What follows belongs to an exercise in optimizing a design on an open flow for small area and a short achievable clock period; a production flow would make more cautious choices. Function was checked by simulation only, so behaviour that the tests miss may differ from the original. No activity file was given, so power comes from the tool's default toggle rates.

== v20 ==
// frame_tx_top
module frame_tx_top (
	input  logic        clk,
	input  logic        rst_n,
	input  logic        start,
	input  logic [47:0]   mac_dst_addr,
	input  logic [47:0]   mac_src_addr,
	input  logic [7:0]  ip_dsf,
	input  logic [15:0]       ip_id,
	input  logic [2:0]  ip_flags,
	input  logic [12:0] ip_frag_offset,
	input  logic [7:0]  ip_ttl,
	input  logic [31:0]    ip_src_addr,
	input  logic [31:0]    ip_dst_addr,
	input  logic [15:0]       tcp_src_port,
	input  logic [15:0]       tcp_dst_port,
	input  logic [31:0]    tcp_seq_num,
	input  logic [31:0]    tcp_ack_num,
	input  logic [5:0]  tcp_flags,
	input  logic [15:0]       tcp_window,
	input  logic [15:0]       tcp_urgent_ptr,
	input  logic [15:0]        payload_len,
	input  logic [15:0]       payload_sum,
	output logic [31:0]       data_out,
	output logic [1:0]         be_out,
	output logic        data_out_rdy,
	input  logic        data_out_rd,
	output logic        sop,
	output logic        eop,
	input  logic [31:0]       data_in,
	output logic        data_in_rd,
  ...
clock: 10.0 ns
lec_check: 0
cap_margin: 20
core_margin: 2
core_utilization: 50
place_density: 0.7
setup_slack_margin: 5
slew_margin: 20
synth_hierarchical: 1
standard.sh (not shown) runs the stock make flow with config.mk's settings and CLKGATE_MAP_FILE= SYNTH_SCRIPT=/design/flow/synth_recipe.tcl, a recipe that flattens the netlist after the stock synthesis.
==> flow/flow/run.sh <==
#!/bin/bash
# Standard layout (standard.sh), with the port buffers made from the smallest
# buffer cell and larger clock-tree leaf clusters.
set -euo pipefail
export BUFFER_PORTS_ARGS="-buffer_cell sky130_fd_sc_hd__buf_1"
export CTS_ARGS="-sink_clustering_enable -repair_clock_nets -buf_list sky130_fd_sc_hd__clkbuf_16 -sink_clustering_size 25 -sink_clustering_max_diameter 100"
bash standard.sh > standard_flow.log 2>&1
## Diff of input files: v55 against v20
Settings: SETUP_SLACK_MARGIN removed (was 5).
diff --git a/flow/flow/run.sh b/flow/flow/run.sh
--- a/flow/flow/run.sh
+++ b/flow/flow/run.sh
@@ -5,2 +5,3 @@
 export BUFFER_PORTS_ARGS="-buffer_cell sky130_fd_sc_hd__buf_1"
+export SETUP_SLACK_MARGIN=5.3
 export CTS_ARGS="-sink_clustering_enable -repair_clock_nets -buf_list sky130_fd_sc_hd__clkbuf_16 -sink_clustering_size 25 -sink_clustering_max_diameter 100"
## What came out
v55 reached the end of the flow, and the finished layout is clean on the timing, design-rule and antenna checks.
The final reports for v55 and v20 show proportion of final cell area spent on non-clock buffers higher in the former.
From v20 to v55 the numbers moved as follows: maximum frequency shows an increase of 4.2%, count of cells along the worst register-to-register path shows an increase of 1, leakage power shows an increase of about 2.8%, post-synthesis instance area shows no meaningful change.
Worst-margin pin slew (v55 over v20): decrease, 19 ps
v20 → v55: length of routed wiring on met1 now smaller; worst setup slack picked up an extra 200 ps.
[inputs] v7 vs v55
diff --git a/flow/flow/run.sh b/flow/flow/run.sh
--- a/flow/flow/run.sh
+++ b/flow/flow/run.sh
@@ -5,3 +5,3 @@
 export BUFFER_PORTS_ARGS="-buffer_cell sky130_fd_sc_hd__buf_1"
-export SETUP_SLACK_MARGIN=5.3
+export SETUP_SLACK_MARGIN=5.5
 export CTS_ARGS="-sink_clustering_enable -repair_clock_nets -buf_list sky130_fd_sc_hd__clkbuf_16 -sink_clustering_size 25 -sink_clustering_max_diameter 100"
## What came out
From v55 to v7 the numbers moved as follows: sequential share of layout area decreased by 1.8 points relative to the old numbers, count of flip-flops and latches held steady, synthesis-to-finish area growth up 3.9 points, number of signal-net buffers in the layout rose about 6%. Taking v55 as the reference, in v7 maximum clock rate lost 1.0 MHz, clock skew ~0 delta. Total power delta for v7 relative to v55: 0.038 mW higher. As far as fraction of the mapped netlist area in adder cells goes, v55 and v7 are indistinguishable; the numbers are identical.
For v53, these inputs were changed with respect to v7:
Settings: SYNTH_HIERARCHICAL removed (was 1); SETUP_SLACK_MARGIN newly set to 5.
diff --git a/flow/flow/run.sh b/flow/flow/run.sh
--- a/flow/flow/run.sh
+++ b/flow/flow/run.sh
@@ -5,3 +5,2 @@
 export BUFFER_PORTS_ARGS="-buffer_cell sky130_fd_sc_hd__buf_1"
-export SETUP_SLACK_MARGIN=5.5
 export CTS_ARGS="-sink_clustering_enable -repair_clock_nets -buf_list sky130_fd_sc_hd__clkbuf_16 -sink_clustering_size 25 -sink_clustering_max_diameter 100"
### Flow results
- When v53 is measured against v7, its layout buffer count excluding clock buffers turns out 43 lower.
- Looking at worst setup path startpoint, the data_in[30] result is from v53; the u_seq.hdr_sel[7] one comes from v7.
- v7 -> v53: largest buffer count on any clock path delta 0, exact match
- The area after synthesis of v53 exceeds that of v7 by about 0.65%.
- Looking at wire length of the first global-routing pass, v53 sits 4.1% higher than v7 does.
- The routed length on met3 in v53 sits about 0.9% below the value recorded for v7.
- On register share of total power: between v7 and v53, it ends up higher for v7.
- The count of cells along the worst hold path of v53 and that of v7 are within noise of each other.
- STATUS highest attainable clock frequency: v53 loses against v7
- Diff v7 -> v53: worst setup slack fell 440 ps, final instance area -0.0010 mm^2, cell-internal power rose by 0.025 mW.

---

Setup of run a:
Another version of the RTL of frame_tx_top (not shown whole).
Size in the first run: ~390 flip-flops, ~450 I/O pins, about 17000 um2 of cells after synthesis.
## frame_tx_top
module frame_tx_top (
	input  logic        clk,
	input  logic        rst_n,
	input  logic        start,
	input  logic [47:0]   mac_dst_addr,
	input  logic [47:0]   mac_src_addr,
	input  logic [7:0]  ip_dsf,
	input  logic [15:0]       ip_id,
	input  logic [2:0]  ip_flags,
	input  logic [12:0] ip_frag_offset,
	input  logic [7:0]  ip_ttl,
	input  logic [31:0]    ip_src_addr,
	input  logic [31:0]    ip_dst_addr,
	input  logic [15:0]       tcp_src_port,
	input  logic [15:0]       tcp_dst_port,
	input  logic [31:0]    tcp_seq_num,
	input  logic [31:0]    tcp_ack_num,
	input  logic [5:0]  tcp_flags,
	input  logic [15:0]       tcp_window,
	input  logic [15:0]       tcp_urgent_ptr,
	input  logic [15:0]        payload_len,
	input  logic [15:0]       payload_sum,
	output logic [31:0]       data_out,
	output logic [1:0]         be_out,
	output logic        data_out_rdy,
	input  logic        data_out_rd,
	output logic        sop,
	output logic        eop,
	input  logic [31:0]       data_in,
	output logic        data_in_rd,
	output logic        busy
);
Settings: LEC_CHECK=0, CAP_MARGIN=0, CORE_MARGIN=2, CORE_UTILIZATION=45, PLACE_DENSITY=0.65, SLEW_MARGIN=0, SYNTH_HIERARCHICAL=1; clock period 10.0 ns.
==> flow/flow/run.sh <==
#!/bin/bash
set -euo pipefail
export BUFFER_PORTS_ARGS="-buffer_cell sky130_fd_sc_hd__buf_1"
export SETUP_SLACK_MARGIN=5.6
export CTS_ARGS="-sink_clustering_enable -repair_clock_nets -buf_list sky130_fd_sc_hd__clkbuf_16 -sink_clustering_size 25 -sink_clustering_max_diameter 100"
bash standard.sh > standard_flow.log 2>&1
Run a: PASS, flow complete, no timing, DRC or antenna violations
Inputs modified between run a and run b:
--- a/flow/config.mk
+++ b/flow/config.mk
@@ -8 +8 @@
-export CAP_MARGIN = 0
+export CAP_MARGIN = 20
@@ -10,0 +11 @@
+export GPL_ROUTABILITY_DRIVEN = 0
@@ -12 +13 @@
-export SLEW_MARGIN = 0
+export SLEW_MARGIN = 20
Findings:
- Against run a, run b reports a ratio of final minimum period to clock period that is higher.
- Between run b and run a, it is run b whose minimum clock period after layout is higher, by 0.045 ns.
- Across run b and run a, none had a timing, DRC or antenna violation.
- Status: share of final layout cell area taken by clock buffers and inverters parity (run b, run a)
- From run a to run b the numbers moved as follows: average detailed-routed wire length per instance shrank by 0.99%; detailed-route via count has increased; end-of-flow core utilization moved up; wire length of the first global-routing pass has decreased.

## what the ideal ports hide
The flow's constraints put no driver on any port. The routed layouts listed below were extracted and timed again, unchanged, in two steps. Step 1 sets driving cells, clkbuf_16 on the clock port and buf_2 on the other inputs (assumed; they add their load-dependent delay and slew). Step 2, shift: input delay + t, output delay - t, t = (earliest + latest rising clock arrival at the registers) / 2. This alone moves slack from input paths to output paths. Slacks: no drivers / after step 1 / after step 2; pairs: no drivers / after step 1.
| run | shift t [ns] | slack for setup (ns) | latest minus earliest clock arrival (ns) |
|---|---|---|---|
| v20 | 0.595 | 5.111 / 5.060 / 5.115 | 0.024 / 0.023 |
| v55 | 0.594 | 5.306 / 5.255 / 5.158 | 0.024 / 0.024 |
| v7 | 0.597 | 5.284 / 5.232 / 5.123 | 0.020 / 0.020 |
| v53 | 0.601 | 4.846 / 4.824 / 4.824 | 0.029 / 0.030 |
| run a | 0.592 | 5.606 / 5.579 / 5.368 | 0.019 / 0.020 |
| run b | 0.599 | 5.561 / 5.506 / 5.307 | 0.024 / 0.024 |
After both steps setup and hold are still met in every run listed. The setup slack of run b, which loses most, moves by -0.055 ns with the drivers and by -0.254 ns with both steps.
